Background: an optimization exercise with open tools, aiming at small area, a short achievable clock period and few clock cycles per item. Do not read the settings as production practice. RTL that was checked went through simulation tests only; none was proved equivalent to the original. For run 2, only the layout was checked, not whether the RTL still works.

[flow/config.mk]
export PLATFORM = sky130hd
export DESIGN_NAME = hsv_to_rgb_converter_core
export DESIGN_NICKNAME = hsv_to_rgb_converter_core
export VERILOG_FILES = /design/flow/design.v
export SDC_FILE = /design/flow/constraint.sdc
export NUM_CORES = 4
export LEC_CHECK = 0
export CAP_MARGIN = 20
export CORE_MARGIN = 2
export CORE_UTILIZATION = 40
export SLEW_MARGIN = 20
[flow/constraint.sdc]
create_clock -name core_clock -period 8.0 [get_ports {clk}]
set_input_delay 1.6000 -clock core_clock [delete_from_list [all_inputs] [get_ports {clk}]]
set_output_delay 1.6000 -clock core_clock [all_outputs]
set_load 0.01 [all_outputs]
[flow/design.v]
package hsv2rgb_pkg;
    localparam int INPUT_W  = 13;
    localparam int CHAN_W   = 8;
    localparam int SECTOR_W = 3;
    localparam int REM_W    = 10;
    localparam int FRACTION_BITS_DEF = 12;
    localparam logic [INPUT_W-1:0] HUE_MAX = INPUT_W'(5744);
    localparam int SECTOR_UNITS = 960;
    localparam int SECTOR_SHIFT = 6;
    localparam int CHAN_SHIFT = 8;
    localparam int QUOT_W = 12;
    localparam logic [QUOT_W-1:0] RECIP15 = QUOT_W'(2185);
    localparam int RECIP_SHIFT = 15;
    localparam int PIPE_DEPTH = 6;
    typedef enum logic [SECTOR_W-1:0] {
        SEC_RED_YELLOW    = 3'd0,
        SEC_YELLOW_GREEN  = 3'd1,
        SEC_GREEN_CYAN    = 3'd2,
        SEC_CYAN_BLUE     = 3'd3,
        SEC_BLUE_MAGENTA  = 3'd4,
        SEC_MAGENTA_RED   = 3'd5
    } sector_t;
    typedef struct packed {
        logic [INPUT_W-1:0] hue;
        logic [INPUT_W-1:0] saturation;
        logic [INPUT_W-1:0] brightness;
    } hsv_pixel_t;
    typedef struct packed {
        logic [CHAN_W-1:0] red;
        logic [CHAN_W-1:0] green;
        logic [CHAN_W-1:0] blue;
    } rgb_pixel_t;
    typedef struct packed {
        logic mul;
        logic scale;
        logic recip;
    } lane_en_t;
endpackage
module hsv2rgb_lane #(
    parameter int FRACTION_BITS = hsv2rgb_pkg::FRACTION_BITS_DEF
) (
    input  logic                          clk,
    input  hsv2rgb_pkg::lane_en_t         en,
    input  logic [((FRACTION_BITS + 1 > hsv2rgb_pkg::INPUT_W) ?
                   FRACTION_BITS + 1 : hsv2rgb_pkg::INPUT_W) - 1:0] bright,
    input  logic [FRACTION_BITS + hsv2rgb_pkg::REM_W - 1:0] comp,
    output logic [hsv2rgb_pkg::CHAN_W-1:0] chan
);
    localparam int VAL_W = (FRACTION_BITS + 1 > hsv2rgb_pkg::INPUT_W) ?
                           FRACTION_BITS + 1 : hsv2rgb_pkg::INPUT_W;
    localparam int ARG_W = FRACTION_BITS + hsv2rgb_pkg::REM_W;
    localparam int PROD_W = VAL_W + ARG_W;
    localparam int SCALED_W = PROD_W + hsv2rgb_pkg::CHAN_SHIFT;
    localparam int DROP = hsv2rgb_pkg::SECTOR_SHIFT + 2 * FRACTION_BITS;
    localparam int RECIP_PROD_W = 2 * hsv2rgb_pkg::QUOT_W;
    logic [PROD_W-1:0]               prod_reg;
    logic [SCALED_W-1:0]             prod_ext;
    logic [SCALED_W-1:0]             scaled;
    logic [hsv2rgb_pkg::QUOT_W-1:0]  quot_next;
    logic [hsv2rgb_pkg::QUOT_W-1:0]  quot_reg;
    logic [RECIP_PROD_W-1:0]         recip_prod;
    logic [hsv2rgb_pkg::CHAN_W-1:0]  chan_next;
    logic [hsv2rgb_pkg::CHAN_W-1:0]  chan_reg;
    always_ff @(posedge clk)
    begin
        if (en.mul)
        begin
            prod_reg <= PROD_W'(bright) * PROD_W'(comp);
        end
    end
    always_comb
    begin
        prod_ext  = SCALED_W'(prod_reg);
        scaled    = (prod_ext << hsv2rgb_pkg::CHAN_SHIFT) - prod_ext;
        quot_next = scaled[DROP +: hsv2rgb_pkg::QUOT_W];
    end
    always_ff @(posedge clk)
    begin
        if (en.scale)
        begin
            quot_reg <= quot_next;
        end
    end
    always_comb
    begin
        recip_prod = RECIP_PROD_W'(quot_reg) * RECIP_PROD_W'(hsv2rgb_pkg::RECIP15);
        chan_next  = recip_prod[hsv2rgb_pkg::RECIP_SHIFT +: hsv2rgb_pkg::CHAN_W];
    end
    always_ff @(posedge clk)
    begin
        if (en.recip)
        begin
            chan_reg <= chan_next;
        end
    end
    assign chan = chan_reg;
endmodule
module hsv_to_rgb_converter_core #(
    parameter int FRACTION_BITS = hsv2rgb_pkg::FRACTION_BITS_DEF
) (
    input  logic                    clk,
    input  logic                    rst_n,
    input  logic                    pixel_valid,
    output logic                    pixel_ready,
    input  hsv2rgb_pkg::hsv_pixel_t pixel,
    output logic                    color_valid,
    input  logic                    color_ready,
    output hsv2rgb_pkg::rgb_pixel_t color
);
    localparam int DEPTH = hsv2rgb_pkg::PIPE_DEPTH;
    localparam int VAL_W = (FRACTION_BITS + 1 > hsv2rgb_pkg::INPUT_W) ?
                           FRACTION_BITS + 1 : hsv2rgb_pkg::INPUT_W;
    localparam int ARG_W = FRACTION_BITS + hsv2rgb_pkg::REM_W;
    localparam int MUL_W = VAL_W + hsv2rgb_pkg::REM_W;
    localparam logic [VAL_W-1:0] ONE = VAL_W'(1) << FRACTION_BITS;
    localparam logic [ARG_W-1:0] A_FULL = ARG_W'(hsv2rgb_pkg::SECTOR_UNITS) << FRACTION_BITS;
    localparam logic [hsv2rgb_pkg::INPUT_W-1:0] BASE1 =
        hsv2rgb_pkg::INPUT_W'(hsv2rgb_pkg::SECTOR_UNITS);
    localparam logic [hsv2rgb_pkg::INPUT_W-1:0] BASE2 =
        hsv2rgb_pkg::INPUT_W'(2 * hsv2rgb_pkg::SECTOR_UNITS);
    localparam logic [hsv2rgb_pkg::INPUT_W-1:0] BASE3 =
        hsv2rgb_pkg::INPUT_W'(3 * hsv2rgb_pkg::SECTOR_UNITS);
    localparam logic [hsv2rgb_pkg::INPUT_W-1:0] BASE4 =
        hsv2rgb_pkg::INPUT_W'(4 * hsv2rgb_pkg::SECTOR_UNITS);
    localparam logic [hsv2rgb_pkg::INPUT_W-1:0] BASE5 =
        hsv2rgb_pkg::INPUT_W'(5 * hsv2rgb_pkg::SECTOR_UNITS);
    logic [DEPTH:1] valid_reg;
    logic [DEPTH:1] valid_next;
    logic [DEPTH:1] stage_en;
    logic [hsv2rgb_pkg::INPUT_W-1:0] hue_clamp;
    logic [hsv2rgb_pkg::INPUT_W-1:0] hue_base;
    hsv2rgb_pkg::sector_t            sector_next;
    logic [VAL_W-1:0]                sat_next;
    logic [VAL_W-1:0]                val_next;
    hsv2rgb_pkg::sector_t            s1_sector_reg;
    logic [hsv2rgb_pkg::REM_W-1:0]   s1_rem_reg;
    logic [VAL_W-1:0]                s1_sat_reg;
    logic [VAL_W-1:0]                s1_val_reg;
    logic [hsv2rgb_pkg::REM_W-1:0]   rem_comp;
    hsv2rgb_pkg::sector_t            s2_sector_reg;
    logic [MUL_W-1:0]                s2_mq_reg;
    logic [MUL_W-1:0]                s2_mt_reg;
    logic [MUL_W-1:0]                s2_mp_reg;
    logic [VAL_W-1:0]                s2_val_reg;
    logic [ARG_W-1:0]                a_p;
    logic [ARG_W-1:0]                a_q;
    logic [ARG_W-1:0]                a_t;
    logic [ARG_W-1:0]                a_red_next;
    logic [ARG_W-1:0]                a_green_next;
    logic [ARG_W-1:0]                a_blue_next;
    logic [ARG_W-1:0]                s3_a_red_reg;
    logic [ARG_W-1:0]                s3_a_green_reg;
    logic [ARG_W-1:0]                s3_a_blue_reg;
    logic [VAL_W-1:0]                s3_val_reg;
    hsv2rgb_pkg::lane_en_t           lane_en;
    always_comb
    begin
        stage_en[DEPTH] = !valid_reg[DEPTH] || color_ready;
        for (int k = DEPTH - 1; k >= 1; k--)
        begin
            stage_en[k] = !valid_reg[k] || stage_en[k + 1];
        end
    end
    always_comb
    begin
        valid_next = valid_reg;
        if (stage_en[1])
        begin
            valid_next[1] = pixel_valid;
        end
        for (int k = 2; k <= DEPTH; k++)
        begin
            if (stage_en[k])
            begin
                valid_next[k] = valid_reg[k - 1];
            end
        end
    end
    always_ff @(posedge clk or negedge rst_n)
    begin
        if (!rst_n)
        begin
            valid_reg <= '0;
        end
        else
        begin
            valid_reg <= valid_next;
        end
    end
    assign pixel_ready = stage_en[1];
    assign color_valid = valid_reg[DEPTH];
    always_comb
    begin
        hue_clamp = (pixel.hue > hsv2rgb_pkg::HUE_MAX) ? hsv2rgb_pkg::HUE_MAX : pixel.hue;
        sat_next  = (VAL_W'(pixel.saturation) > ONE) ? ONE : VAL_W'(pixel.saturation);
        val_next  = (VAL_W'(pixel.brightness) > ONE) ? ONE : VAL_W'(pixel.brightness);
        priority if (hue_clamp >= BASE5)
        begin
            sector_next = hsv2rgb_pkg::SEC_MAGENTA_RED;
            hue_base    = BASE5;
        end
        else if (hue_clamp >= BASE4)
        begin
            sector_next = hsv2rgb_pkg::SEC_BLUE_MAGENTA;
            hue_base    = BASE4;
        end
        else if (hue_clamp >= BASE3)
        begin
            sector_next = hsv2rgb_pkg::SEC_CYAN_BLUE;
            hue_base    = BASE3;
        end
        else if (hue_clamp >= BASE2)
        begin
            sector_next = hsv2rgb_pkg::SEC_GREEN_CYAN;
            hue_base    = BASE2;
        end
        else if (hue_clamp >= BASE1)
        begin
            sector_next = hsv2rgb_pkg::SEC_YELLOW_GREEN;
            hue_base    = BASE1;
        end
        else
        begin
            sector_next = hsv2rgb_pkg::SEC_RED_YELLOW;
            hue_base    = '0;
        end
    end
    always_ff @(posedge clk)
    begin
        if (stage_en[1])
        begin
            s1_sector_reg <= sector_next;
            s1_rem_reg    <= hsv2rgb_pkg::REM_W'(hue_clamp - hue_base);
            s1_sat_reg    <= sat_next;
            s1_val_reg    <= val_next;
        end
    end
    assign rem_comp = hsv2rgb_pkg::REM_W'(hsv2rgb_pkg::SECTOR_UNITS) - s1_rem_reg;
    always_ff @(posedge clk)
    begin
        if (stage_en[2])
        begin
            s2_sector_reg <= s1_sector_reg;
            s2_mq_reg     <= MUL_W'(s1_sat_reg) * MUL_W'(s1_rem_reg);
            s2_mt_reg     <= MUL_W'(s1_sat_reg) * MUL_W'(rem_comp);
            s2_mp_reg     <= MUL_W'(s1_sat_reg) * MUL_W'(hsv2rgb_pkg::SECTOR_UNITS);
            s2_val_reg    <= s1_val_reg;
        end
    end
    always_comb
    begin
        a_p = A_FULL - ARG_W'(s2_mp_reg);
        a_q = A_FULL - ARG_W'(s2_mq_reg);
        a_t = A_FULL - ARG_W'(s2_mt_reg);
        unique case (s2_sector_reg)
            hsv2rgb_pkg::SEC_RED_YELLOW:
            begin
                a_red_next = A_FULL; a_green_next = a_t; a_blue_next = a_p;
            end
            hsv2rgb_pkg::SEC_YELLOW_GREEN:
            begin
                a_red_next = a_q; a_green_next = A_FULL; a_blue_next = a_p;
            end
            hsv2rgb_pkg::SEC_GREEN_CYAN:
            begin
                a_red_next = a_p; a_green_next = A_FULL; a_blue_next = a_t;
            end
            hsv2rgb_pkg::SEC_CYAN_BLUE:
            begin
                a_red_next = a_p; a_green_next = a_q; a_blue_next = A_FULL;
            end
            hsv2rgb_pkg::SEC_BLUE_MAGENTA:
            begin
                a_red_next = a_t; a_green_next = a_p; a_blue_next = A_FULL;
            end
            default:
            begin
                a_red_next = A_FULL; a_green_next = a_p; a_blue_next = a_q;
            end
        endcase
    end
    always_ff @(posedge clk)
    begin
        if (stage_en[3])
        begin
            s3_a_red_reg   <= a_red_next;
            s3_a_green_reg <= a_green_next;
            s3_a_blue_reg  <= a_blue_next;
            s3_val_reg     <= s2_val_reg;
        end
    end
    assign lane_en.mul   = stage_en[4];
    assign lane_en.scale = stage_en[5];
    assign lane_en.recip = stage_en[6];
    hsv2rgb_lane #(
        .FRACTION_BITS(FRACTION_BITS)
    ) u_lane_red (
        .clk    (clk),
        .en     (lane_en),
        .bright (s3_val_reg),
        .comp   (s3_a_red_reg),
        .chan   (color.red)
    );
    hsv2rgb_lane #(
        .FRACTION_BITS(FRACTION_BITS)
    ) u_lane_green (
        .clk    (clk),
        .en     (lane_en),
        .bright (s3_val_reg),
        .comp   (s3_a_green_reg),
        .chan   (color.green)
    );
    hsv2rgb_lane #(
        .FRACTION_BITS(FRACTION_BITS)
    ) u_lane_blue (
        .clk    (clk),
        .en     (lane_en),
        .bright (s3_val_reg),
        .comp   (s3_a_blue_reg),
        .chan   (color.blue)
    );
endmodule
[flow/run.sh]
#!/bin/bash
# synth_recipe.tcl (not shown) runs the flow's synth.tcl, then flattens the netlist and writes it again
# the make line also repeats each setting of config.mk as NAME=value (left out here)
make -C /OpenROAD-flow-scripts/flow DESIGN_CONFIG=/design/flow/config.mk WORK_HOME=/design/flow/orfs CLKGATE_MAP_FILE= SYNTH_SCRIPT=/design/flow/synth_recipe.tcl finish
==> results of run 1 <==
[kinds of logic (layout without fill, tap and decap cells)]
kind of cell	Yosys count	after routing	synth area share, %
mux	8	8	0.143
fa+ha+maj	1511	1511	45.5
buf+inv	1266	1251	8.49
xor+xnor	248	248	3.88
flops	364	364	19.5
simple gates	1746	1746	15.0
compound gates	644	644	7.56
[Yosys cell counts, types with 7 or more instances]
master | count | area [um^2]
a22oi_1 | 27 | 203
nor2b_1 | 47 | 294
a31oi_1 | 21 | 131
ha_1 | 636 | 7960
edfxtp_1 | 358 | 10800
o21ai_0 | 128 | 641
nor2_1 | 157 | 589
o21a_1 | 33 | 248
o211ai_1 | 19 | 143
xnor2_1 | 160 | 1400
fa_1 | 875 | 17500
nand3b_1 | 7 | 52.6
a211oi_1 | 31 | 233
nand3_1 | 68 | 340
xor2_1 | 88 | 771
nand2_1 | 818 | 3070
and3_1 | 36 | 225
inv_1 | 1033 | 3880
o2111ai_1 | 7 | 61.3
a2111oi_0 | 8 | 70.1
o22ai_1 | 10 | 62.6
a21oi_1 | 162 | 811
mux2i_1 | 8 | 80.1
nor3_1 | 61 | 305
a21boi_0 | 7 | 52.6
nand4_1 | 24 | 150
clkbuf_1 | 229 | 860
nor4_1 | 23 | 144
o21bai_1 | 23 | 173
a21o_1 | 79 | 593
o31ai_1 | 15 | 113
or3_1 | 16 | 100
or2_2 | 8 | 50.1
and2_1 | 434 | 2720
nand2b_1 | 26 | 163
[worst register-to-register path, stage by stage, from the launching register on]
cell	delay (ps)
edfxtp_1	1020
buf_4	510
nand2_1	140
fa_1	560
inv_1	50
fa_1	460
fa_1	510
inv_1	50
fa_1	540
inv_1	50
fa_1	430
ha_1	370
a21o_1	200
a21o_1	170
a21oi_1	170
o221ai_1	180
a2111oi_1	520
o41ai_1	260
a41oi_1	250
o21ai_0	110
xor2_1	150
[worst paths after layout]
check | end | start | slack (ps)
worst max-delay path | u_lane_blue.prod_reg[33] | s3_val_reg[1] | 1040
worst min-delay path | s2_val_reg[5] | s1_val_reg[5] | 420
worst max register to register | u_lane_blue.prod_reg[33] | s3_val_reg[1] | 1040
worst min register to register | s2_val_reg[5] | s1_val_reg[5] | 420
max in group asynchronous | valid_reg[4] | rst_n | 6300
min in group asynchronous | valid_reg[3] | rst_n | 1330
[layout make-up]
cell class	instances	share of cell area, %
multi-input cells	4157	67.0
flip-flops and latches	364	18.1
inverters	1033	6.44
well taps	1876	3.90
repair buffers	131	2.06
clock buffers	53	1.99
clock inverters	34	0.538
[layer usage]
metal  routed length [um]  vias up
met5                    0        -
met4                 3080        0
met3                 5740      164
met2                58700      850
met1                59200    19500
li1                     -    18400
[stage by stage]
stage	worst slack (ps)	utilization, %	hold slack (ps)
after global routing	469	43.3	421
after global placement	1120	42.2	401
final	1040	43.3	415
after floorplan	193	-	400
after detailed placement	1060	42.2	405
after CTS	1060	43.3	418
==> key figures, run 1 <==
Timing
  – Final hold violation count: 0
  – RSZ-0062 raised after global routing: false
  – Fin. max-slew vios: 0
  – Final setup fails: 0
  – Fmax: 144 MHz
  – Tmin final: 6960 ps
  – Slew headroom: 26.3%
  – Worst Tran Pin Value: 1110 ps
  – Clock skew: 50.6 ps
  – Setup TNS Final: 0 ps
  – Period Utilization, post-route: about 87%

Synth
  – Number of flops mapped to enable cells by yosys: 358
  – Top_reg_cell synth: edfxtp_1
  – Yosys Warn Count: 2
  – Synthesized area per cell: 9.67 um^2
  – Seq/Total Area, Yosys: 19.5%
  – Post-synthesis net count: between 7000 and 8000
  – Flops & latches, synth: 364
  – Mapped cell area: about 0.056 mm^2
  – Post-synth ARST share: roughly 1.6%
  – Post-synthesis instance total: 5787
  – Distinct cells, synth: 74

Clock network
  – Post-CTS setup buffers: 0
  – Post-CTS sizing: 0
  – Clock Path Buffers: 3
  – CTS tree: yes
  – # hold bufs at CTS: 0
  – Worst-path clk slew: 80 ps
  – Worst-skew pair later-pin latency: approximately 660 ps
  – CTS Buf Count: 47
  – TritonCTS Sinks: between 300 and 400
  – Root Driver: clkbuf_16
  – Htree depth: 2

Global route
  – Largest net degree at the start of global routing: 105
  – Met2 Use GR: 30.5%
  – GR peak layer: met2
  – M3 GR Usage: 2.04%
  – Vias in the first global route: 41200
  – Met1 Use GR: 25.7%
  – Gr usage total: 18.4%
  – First-pass GRT wire length: 214000 um
  – Initial antenna violation count: 0
  – Congestion Overflow GR: 0

Hold path
  – Hold Crit Class: register to register
  – Hold Crit Depth: 0

Finish
  – Most common cell after layout, fill and taps aside: inv_1
  – Layout cell share with drive strength beyond 1: 2.79%
  – Fin cells: between 7000 and 8000
  – P&R area growth vs syn: 7.62%
  – # fillers: 13500
  – Most frequent cells in the layout: inv_1 (1032), fa_1 (875), nand2_1 (816), ha_1 (636), and2_1 (434)
  – FF/Latch Area: 0.0109 mm^2
  – # nets final: 7288
  – Area occupied by multi-input gates: just over 0.04 mm^2
  – Ant. Diodes: 0
  – Final instance area: 0.0602 mm^2

Setup path
  – Worst path bufs/invs: 4
  – Slowest-stage cell, CP: edfxtp_1
  – Critical Path End Type: register
  – CP max stage delay: 1020 ps
  – Cell mode on critical path: fa_1
  – WP data required: 8400 ps
  – CP Depth: 20
  – Worst setup SP type: register
  – CP arrival: 7360 ps
  – Crit Path Category: register to register
  – CP Cell Sequence: buf_4 > nand2_1 > fa_1 > inv_1 > fa_1 > fa_1 > inv_1 > fa_1 > inv_1 > fa_1 > ha_1 > a21o_1 > a21o_1 > a21oi_1 > o221ai_1 > a2111oi_1 > o41ai_1 > a41oi_1 > o21ai_0 > xor2_1
  – Worst reg2reg path depth: 20
  – CP delay by family, top: adder cells
  – Worst Path Max Fanout: 29

Drt
  – Via count: slightly below 40000
  – Total Wirelength: 127000 um
  – Remaining antenna violation count after routing: 0
  – DRC: 0
  – Drt first pass iters: 9
  – Wire length per cell: 16.6 um
  – Initial DRC count: 2388
  – Vias/cell: ~5

Place
  – Port buffer count: 68
  – RePlAce Congestion: approximately 0.9
  – Dpl cells: ~7600
  – Dpl hpwl: ~100000 um
  – DP Area: 0.0587 mm^2

Floorplanning
  – Die ar.: roughly 0.14 mm^2
  – Die Ht: 378 um
  – Initial Utilization: about 40%
  – DIE WIDTH: around 380 um
  – Core area: about 0.14 mm^2
  – Row cnt: 137
  – IO Pins: 69

Status
  – Outcome: finished clean

Flow run
  – # Max-Cap Violations: 0
Testbench counts, summed over its fixed seeds: cycles 16,047, items 16,000.
==> run 2: changes to the inputs <==
==> flow/design.v (replaced) <==
package hsv2rgb_pkg;
    localparam int INPUT_W = 13;
    localparam int CHAN_W  = 8;
    typedef struct packed {
        logic [INPUT_W-1:0] hue;
        logic [INPUT_W-1:0] saturation;
        logic [INPUT_W-1:0] brightness;
    } hsv_pixel_t;
    typedef struct packed {
        logic [CHAN_W-1:0] red;
        logic [CHAN_W-1:0] green;
        logic [CHAN_W-1:0] blue;
    } rgb_pixel_t;
endpackage
module hsv_to_rgb_converter_core (
    input  logic                    clk,
    input  logic                    rst_n,
    input  logic                    pixel_valid,
    output logic                    pixel_ready,
    input  hsv2rgb_pkg::hsv_pixel_t pixel,
    output logic                    color_valid,
    input  logic                    color_ready,
    output hsv2rgb_pkg::rgb_pixel_t color
);
    logic adv;
    logic [12:0] h0, v0, s0;
    logic [13:0] d0;
    logic [12:0] c0;
    logic [1:0]  j0;
    logic [9:0]  f0;
    logic [2:0]  sec0;
    always_comb begin
        h0 = (pixel.hue > 13'd5744) ? 13'd5744 : pixel.hue;
        s0 = pixel.saturation[12] ? 13'd4096 : pixel.saturation;
        v0 = pixel.brightness[12] ? 13'd4096 : pixel.brightness;
        if (h0 < 13'd1920) begin
            c0 = 13'd960;  j0 = 2'd0;
        end else if (h0 < 13'd3840) begin
            c0 = 13'd2880; j0 = 2'd1;
        end else begin
            c0 = 13'd4800; j0 = 2'd2;
        end
        d0   = {1'b0, h0} - {1'b0, c0};
        f0   = d0[13] ? 10'(-d0) : d0[9:0];
        sec0 = {j0, ~d0[13]};
    end
    logic        val1;
    logic [12:0] v1, s1;
    logic [9:0]  f1;
    logic [2:0]  sec1;
    always_ff @(posedge clk) begin
        if (adv) begin
            v1   <= v0;
            s1   <= s0;
            f1   <= f0;
            sec1 <= sec0;
        end
    end
    logic        val2;
    logic [24:0] m2;
    logic [12:0] v2;
    logic [9:0]  f2;
    logic [2:0]  sec2;
    always_ff @(posedge clk) begin
        if (adv) begin
            m2   <= 25'(v1) * 25'(s1);
            v2   <= v1;
            f2   <= f1;
            sec2 <= sec1;
        end
    end
    logic [7:0]  cv, cp, cx;
    logic [20:0] cv_full;
    logic [32:0] cp_full;
    logic [38:0] cx_full;
    logic [34:0] n2;
    logic [23:0] x2;
    always_comb begin
        cv_full = (21'(v2) << 8) - 21'(v2);
        cv      = cv_full[19:12];
        cp_full = ((33'(v2) << 20) - (33'(v2) << 12)) - ((33'(m2) << 8) - 33'(m2));
        cp      = cp_full[31:24];
        n2      = (35'(v2) << 22) - (35'(v2) << 18) - 35'(m2) * 35'(f2);
        cx_full = (39'(n2) << 4) + 39'(n2);
        cx      = cx_full[37:30];
        case (sec2)
            3'd0:    x2 = {cv, cx, cp};
            3'd1:    x2 = {cx, cv, cp};
            3'd2:    x2 = {cp, cv, cx};
            3'd3:    x2 = {cp, cx, cv};
            3'd4:    x2 = {cx, cp, cv};
            default: x2 = {cv, cp, cx};
        endcase
    end
    logic        o_valid, k_valid;
    logic [23:0] o_data, k_data;
    logic        push, pop;
    assign push = adv && val2;
    assign pop  = o_valid && color_ready;
    always_ff @(posedge clk or negedge rst_n) begin
        if (!rst_n) begin
            val1    <= 1'b0;
            val2    <= 1'b0;
            o_valid <= 1'b0;
            k_valid <= 1'b0;
        end else begin
            if (adv) begin
                val1 <= pixel_valid;
                val2 <= val1;
            end
            if (!o_valid || pop) begin
                o_valid <= k_valid || push;
                k_valid <= k_valid && push;
            end else if (push) begin
                k_valid <= 1'b1;
            end
        end
    end
    always_ff @(posedge clk) begin
        if (!o_valid || pop) begin
            o_data <= k_valid ? k_data : x2;
        end
        if (push && (k_valid || (o_valid && !pop))) begin
            k_data <= x2;
        end
    end
    assign adv         = !k_valid;
    assign pixel_ready = adv;
    assign color_valid = o_valid;
    assign color       = o_data;
endmodule
==> key figures, run 2 <==
Synth
  – Post-synth ARST share: 2.82%
  – Synth top area cells: fa_1 (30%), edfxtp_1 (18%), ha_1 (14%)
  – Number of flops mapped to enable cells by yosys: 138
  – Most common cell in the netlist: inv_1
  – Most frequent cells after synthesis: inv_1 (509), fa_1 (348), nand2_1 (287)
  – Post-synthesis instance total: 2487
  – Flops & latches, synth: 142
  – Yosys Warn Count: 1
  – Post-synth top area share: 29.9%
  – Post-synthesis net count: approximately 3100
  – Synthesized area per cell: 9.37 um^2
  – Mapped cell area: around 0.023 mm^2
  – Seq/Total Area, Yosys: 18.2%
  – Post-synth top area cell: fa_1
  – Top_reg_cell synth: edfxtp_1
  – Distinct cells, synth: 74

Global route
  – Met2 Use GR: about 35%
  – First-pass GRT wire length: 97100 um
  – Initial antenna violation count: 0
  – Met1 Use GR: 26.8%
  – Gr usage total: 20.3%
  – Congestion Overflow GR: 0
  – M3 GR Usage: 3.35%
  – Largest net degree at the start of global routing: 61
  – Vias in the first global route: 19200
  – GR peak layer: met2

Place
  – Dpl cells: 3420
  – DP Area: 0.0262 mm^2
  – Dpl hpwl: 48200 um
  – RePlAce Congestion: between 0.8 and 0.9
  – Port buffer count: 68

Clock network
  – Worst-path clk slew: 70 ps
  – TritonCTS Sinks: approximately 140
  – CTS Buf Count: 17
  – Htree depth: 4
  – Clock Path Buffers: 2
  – CTS tree: yes
  – Worst-skew pair later-pin latency: 460 ps
  – # hold bufs at CTS: 0
  – Root Driver: clkbuf_16

Setup path
  – WP data required: between 8000 and 9000 ps
  – Worst reg2reg path depth: 36
  – R2R Setup Slk: -300 ps
  – CP max stage delay: 540 ps
  – Worst setup SP type: register
  – CP delay by family, top: compound AO/OA/AOI/OAI gates
  – Cell mode on critical path: fa_1
  – Slowest-stage cell, CP: fa_1
  – FF-to-FF Start: f2[3]
  – Worst path bufs/invs: 6
  – R2r endpoint: o_data[18]
  – CP arrival: between 8000 and 9000 ps
  – Critical Path End Type: register
  – Worst Path Max Fanout: 7
  – Crit Path Category: register to register

Timing
  – Final hold violation count: 0
  – Clock skew: 17.9 ps
  – Period Utilization, post-route: 104%
  – Hold WS: approximately 420 ps
  – Fmax: approximately 120 MHz
  – Fin. max-slew vios: 0
  – RSZ-0062 raised after global routing: true
  – Post-route setup slack: -305 ps
  – Slew headroom: 46.7%
  – Final setup fails: 34
  – Tmin final: between 8000 and 9000 ps
  – Worst Tran Pin Value: between 700 and 800 ps

Hold path
  – Hold Crit Depth: 0
  – Worst Hold Path EP: f2[0]
  – Hold Crit Class: register to register
  – Hold path start: f1[0]

Status
  – Layout Check Fails: negative setup slack
  – Outcome: finished with violations

Floorplanning
  – Die Ht: 245 um
  – Row cnt: 88
  – IO Pins: 69
  – Core area: 0.0576 mm^2
  – Die ar.: 0.0602 mm^2
  – DIE WIDTH: 245 um
  – Initial Utilization: 40.5%

Flow run
  – # Max-Cap Violations: 0

Finish
  – Fin cells: about 3500
  – Register name with the most flops: m2
  – # fillers: 5367
  – Core Util, Final: 48.3%
  – P&R area growth vs syn: 19.4%
  – Ant. Diodes: 0
  – # nets final: 3378
  – Most frequent cells in the layout: inv_1 (492), fa_1 (333), nand2_1 (284), ha_1 (238), buf_4 (222)
  – Final instance area: 0.0278 mm^2
  – Max FFs per register: 25
  – Most common cell after layout, fill and taps aside: inv_1
  – Layout cell share with drive strength beyond 1: 16.1%

Drt
  – Vias/cell: 5.03
  – Drt first pass iters: 5
  – Wire length per cell: 16.5 um
  – Total Wirelength: between 50000 and 60000 um
  – Initial DRC count: 941
  – Via count: 17700
  – Remaining antenna violation count after routing: 0
  – DRC: 0
run 2: cell types whose count changed after synthesis, sizes merged, moves of 75 or more:
cell    delta
a21oi     -90
and2     -229
clkbuf   -140
edfxtp   -220
fa       -527
ha       -382
inv      -523
nand2    -531
nor2      -76
o21ai     -75
xnor2     -96
run 2: layout make-up:
class / instances / area (um^2) / area share (%)
Multi-Input combinational cell: 1741 / 17400 / 62.7
Timing Repair Buffer: 320 / 2720 / 9.76
Clock buffer: 18 / 429 / 1.54
Inverter: 511 / 1920 / 6.91
Tap cell: 765 / 957 / 3.44
Clock inverter: 14 / 108 / 0.387
Sequential cell: 142 / 4240 / 15.3
run 2: stage by stage:
stage,TNS (ps),setup slack (ps)
floorplan,0,14.1
global placement,-11890,-548
detailed placement,-19040,-736
CTS,-3380,-269
global route,-24560,-747
finish,-4930,-305
run 2: cells by family after synthesis:
| family | share of synthesized area [%] |
|---|---|
| adders and majority gates | 43.5 |
| xor gates and xnor gates | 3.22 |
| AOI/OAI and AO/OA | 8.73 |
| and+or+nand+nor | 15.4 |
| buffers and inverters | 9.76 |
| muxes | 1.08 |
| DFF | 18.2 |
run 2: what timing repair did:
| item | CTS | global route |
|---|---|---|
| gates resized for setup | 100 | 76 |
| endpoints found under the setup margin | 48 | 48 |
| pin swaps | 116 | 47 |
| setup buffers | 48 | 15 |
| endpoints found under the hold margin | 0 | 0 |
run 2: how the worst max path moves through the flow:
stage / from / to / slack, ps / cells past startpoint
6_report: f2[3] / o_data[18] / -300 / 36
5_1_grt: f2[3] / o_data[10] / -750 / 34
4_1_cts: f2[2] / o_data[5] / -270 / 38
3_5_place_dp: f2[4] / o_data[18] / -740 / 32
3_3_place_gp: f2[4] / o_data[18] / -550 / 32
2_1_floorplan: f2[4] / o_data[18] / 10 / 35
run 2: per-layer routing:
metal	up-vias	part of all wire, %
met3	65	4.3
met1	8883	46
li1	8391	-
met5	-	0
met2	326	48
met4	0	1.9
run 2: worst reg2reg max path, delay by kind of cell (launching register included):
family	cells	cell delay (ps)
flip-flops	1	450
AND/OR/NAND/NOR	6	750
adder cells (fa/ha/maj)	7	2900
XOR/XNOR	1	100
AO/OA/AOI/OAI	15	3070
multiplexers	1	260
buffers and inverters	6	550
==> run 3: changes to the inputs <==
--- a/flow/design.v
+++ b/flow/design.v
@@ -69,44 +69,56 @@
             sec2 <= sec1;
         end
     end
-    logic [7:0]  cv, cp, cx;
     logic [20:0] cv_full;
     logic [32:0] cp_full;
+    logic        val3;
+    logic [34:0] n3;
+    logic [7:0]  cv3, cp3;
+    logic [2:0]  sec3;
+    always_comb begin
+        cv_full = (21'(v2) << 8) - 21'(v2);
+        cp_full = ((33'(v2) << 20) - (33'(v2) << 12)) - ((33'(m2) << 8) - 33'(m2));
+    end
+    always_ff @(posedge clk) begin
+        if (adv) begin
+            n3   <= (35'(v2) << 22) - (35'(v2) << 18) - 35'(m2) * 35'(f2);
+            cv3  <= cv_full[19:12];
+            cp3  <= cp_full[31:24];
+            sec3 <= sec2;
+        end
+    end
     logic [38:0] cx_full;
-    logic [34:0] n2;
+    logic [7:0]  cx;
     logic [23:0] x2;
     always_comb begin
-        cv_full = (21'(v2) << 8) - 21'(v2);
-        cv      = cv_full[19:12];
-        cp_full = ((33'(v2) << 20) - (33'(v2) << 12)) - ((33'(m2) << 8) - 33'(m2));
-        cp      = cp_full[31:24];
-        n2      = (35'(v2) << 22) - (35'(v2) << 18) - 35'(m2) * 35'(f2);
-        cx_full = (39'(n2) << 4) + 39'(n2);
+        cx_full = (39'(n3) << 4) + 39'(n3);
         cx      = cx_full[37:30];
-        case (sec2)
-            3'd0:    x2 = {cv, cx, cp};
-            3'd1:    x2 = {cx, cv, cp};
-            3'd2:    x2 = {cp, cv, cx};
-            3'd3:    x2 = {cp, cx, cv};
-            3'd4:    x2 = {cx, cp, cv};
-            default: x2 = {cv, cp, cx};
+        case (sec3)
+            3'd0:    x2 = {cv3, cx, cp3};
+            3'd1:    x2 = {cx, cv3, cp3};
+            3'd2:    x2 = {cp3, cv3, cx};
+            3'd3:    x2 = {cp3, cx, cv3};
+            3'd4:    x2 = {cx, cp3, cv3};
+            default: x2 = {cv3, cp3, cx};
         endcase
     end
     logic        o_valid, k_valid;
     logic [23:0] o_data, k_data;
     logic        push, pop;
-    assign push = adv && val2;
+    assign push = adv && val3;
     assign pop  = o_valid && color_ready;
     always_ff @(posedge clk or negedge rst_n) begin
         if (!rst_n) begin
             val1    <= 1'b0;
             val2    <= 1'b0;
+            val3    <= 1'b0;
             o_valid <= 1'b0;
             k_valid <= 1'b0;
         end else begin
             if (adv) begin
                 val1 <= pixel_valid;
                 val2 <= val1;
+                val3 <= val2;
             end
             if (!o_valid || pop) begin
                 o_valid <= k_valid || push;
==> key figures, run 3 <==
Timing
  – Period Utilization, post-route: 81.7%
  – Slew headroom: 31.1%
  – Fin. max-slew vios: 0
  – Setup TNS Final: 0 ps
  – Final hold violation count: 0
  – Clock skew: 20.0 ps
  – Final setup fails: 0
  – Worst Tran Pin Value: 1030 ps
  – RSZ-0062 raised after global routing: false
  – Fmax: ~150 MHz
  – Tmin final: 6530 ps

Clock network
  – CTS Buf Count: 17
  – TritonCTS Sinks: 197
  – # hold bufs at CTS: 0
  – Post-CTS setup buffers: 0
  – Post-CTS sizing: 0
  – Htree depth: 4
  – Worst-path clk slew: 80 ps
  – Worst-skew pair later-pin latency: 500 ps
  – Root Driver: clkbuf_16
  – CTS tree: yes
  – Clock Path Buffers: 2

Finish
  – Layout cell share with drive strength beyond 1: 2.98%
  – Area occupied by multi-input gates: approximately 0.017 mm^2
  – # nets final: 3221
  – Register name with the most flops: n3
  – P&R area growth vs syn: 8.04%
  – Ant. Diodes: 0
  – Most common cell after layout, fill and taps aside: inv_1
  – # fillers: 5949
  – FF/Latch Area: 0.00589 mm^2
  – Max FFs per register: 35
  – Most frequent cells in the layout: inv_1 (538), fa_1 (348), nand2_1 (279), ha_1 (255), and2_1 (227)
  – Fin cells: 3425

Synth
  – Distinct cells, synth: 68
  – Most frequent cells after synthesis: inv_1 (539), fa_1 (348), nand2_1 (279)
  – Seq/Total Area, Yosys: approximately a quarter
  – Synthesized area per cell: roughly 9.8 um^2
  – Number of flops mapped to enable cells by yosys: ~190
  – Post-synth top area share: 27.7%
  – Yosys Warn Count: 1
  – Synth top area cells: fa_1 (28%), edfxtp_1 (23%), ha_1 (13%)
  – Post-synthesis net count: 3221
  – Top_reg_cell synth: edfxtp_1
  – Post-synthesis instance total: 2575
  – Mapped cell area: around 0.025 mm^2
  – Post-synth ARST share: 2.54%
  – Post-synth top area cell: fa_1
  – Flops & latches, synth: 197
  – Most common cell in the netlist: inv_1

Floorplanning
  – Core area: 0.0619 mm^2
  – Die Ht: between 200 and 300 um
  – Initial Utilization: 40.5%
  – IO Pins: a little under 70
  – Die ar.: 0.0648 mm^2
  – Row cnt: just over 90
  – DIE WIDTH: 255 um

Drt
  – Via count: 17100
  – DRC: 0
  – Remaining antenna violation count after routing: 0
  – Initial DRC count: just over 1000
  – Wire length per cell: 16.4 um
  – Total Wirelength: roughly 56000 um
  – Vias/cell: 5.00
  – Drt first pass iters: 5

Hold path
  – Hold Crit Depth: 0
  – Hold Crit Class: register to register
  – Hold path start: f1[7]
  – Worst Hold Path EP: f2[7]

Global route
  – Gr usage total: 18.5%
  – Vias in the first global route: 18200
  – Initial antenna violation count: 0
  – Congestion Overflow GR: 0
  – First-pass GRT wire length: 94100 um
  – Largest net degree at the start of global routing: 88

Setup path
  – Worst setup SP type: register
  – Worst reg2reg path depth: 19
  – R2r endpoint: n3[31]
  – Critical Path End Type: register
  – R2R Setup Slk: around 1500 ps
  – FF-to-FF Start: f2[6]
  – CP arrival: roughly 6900 ps
  – WP data required: 8360 ps
  – Crit Path Category: register to register
  – Worst Path Max Fanout: 25

Flow run
  – # Max-Cap Violations: 0

Place
  – RePlAce Congestion: roughly 0.89
  – Dpl cells: 3393
  – Port buffer count: 68
  – Dpl hpwl: 44900 um

Status
  – Outcome: finished clean
==> run 3: cell types whose count changed in the layout (fill, tap and decap cells not counted), sizes merged, moves of 7 or more <==
cell,before,now
and2,205,228
and3,21,9
buf,250,6
edfxtp,138,192
inv,515,546
mux2,17,24
nand2,287,279
nor3,25,16
o211ai,9,16
xnor2,64,56
==> run 3: layout make-up <==
class	count	share of cell area (%)
Inverter	539	7.48
Sequential cell	197	21.7
Timing Repair Buffer	74	2.67
Clock inverter	15	0.590
Clock buffer	17	1.57
Tap cell	837	3.86
Multi-Input combinational cell	1746	62.1
==> run 3: cell families after synthesis <==
group | count (synthesis) | share of synthesized area (%)
simple gates | 727 | 14.5
flops | 197 | 23.5
fa+ha+maj | 603 | 40.4
xor+xnor | 81 | 2.83
buf+inv | 632 | 9.45
compound gates | 303 | 7.96
mux | 32 | 1.40
==> run 3: how the worst max path moves through the flow <==
stage	from	endpoint	slack, ps	depth (start not counted)
final	f2[6]	n3[31]	1470	19
after global routing	f2[5]	n3[31]	1010	19
after CTS	f2[5]	n3[31]	1440	19
after detailed placement	f2[5]	n3[31]	1470	19
after global placement	f2[5]	n3[31]	1580	19
after floorplan	k_valid	pixel_ready	1550	3
==> run 3: through the flow <==
stage	hold slack, ps	area [um^2]	util (%)	setup slack [ps]
6_report	410	27100	43.8	1470
5_1_grt	430	27100	43.8	1010
4_1_cts	414	27100	43.8	1440
3_5_place_dp	405	26500	42.9	1470
3_3_place_gp	404	26500	42.9	1580
2_1_floorplan	400	25100	-	1550
==> run 3: metal layers <==
layer	share of wire (%)	up-vias	global-route usage, %
met5	0	-	0
met1	47	8509	25.0
met4	2.8	0	6.22
met2	47	372	30.6
met3	4.1	71	2.58
li1	-	8169	-
==> run 3: critical path, cell delays in order (launching register included) <==
cell and delay, ps:
edfxtp_1 970, nand2_1 160, fa_1 540, fa_1 570, fa_1 430, fa_1 490, inv_1 50, fa_1 480
inv_1 40, ha_1 320, a21oi_1 230, nand2_1 80, a211oi_1 330, o31ai_1 120, a21oi_1 410, o21ai_1 190
a31oi_1 270, o21ai_1 200, or4_1 420, nand3_1 90
Testbench counts of run 3, summed over its fixed seeds: cycles 16,032, items 16,000.

separate check: timing with driven ports:
The flow's constraints put no driver on any port. The routed layouts listed below were extracted and timed again, unchanged, in two steps.
Step 1 sets driving cells, clkbuf_16 on the clock port and buf_2 on the other inputs (assumed; they add their load-dependent delay and slew).
Step 2 also shifts input and output timing later by t, the mid clock arrival at the registers, as if the neighbouring blocks saw the same clock.
Slacks: no drivers / after step 1 / after step 2; pairs: no drivers / after step 1.
| run | shift t [ns] | setup WS [ns] | worst slew at a driven data input, ns | cell pins on the clock port's net |
|---|---|---|---|---|
| run 1 | 0.705 | 1.041 / 1.041 / 1.041 | 0.08 | 1 |
| run 2 | 0.504 | -0.305 / -0.305 / -0.305 | 0.05 | 1 |
| run 3 | 0.555 | 1.466 / 1.466 / 1.466 | 0.06 | 1 |
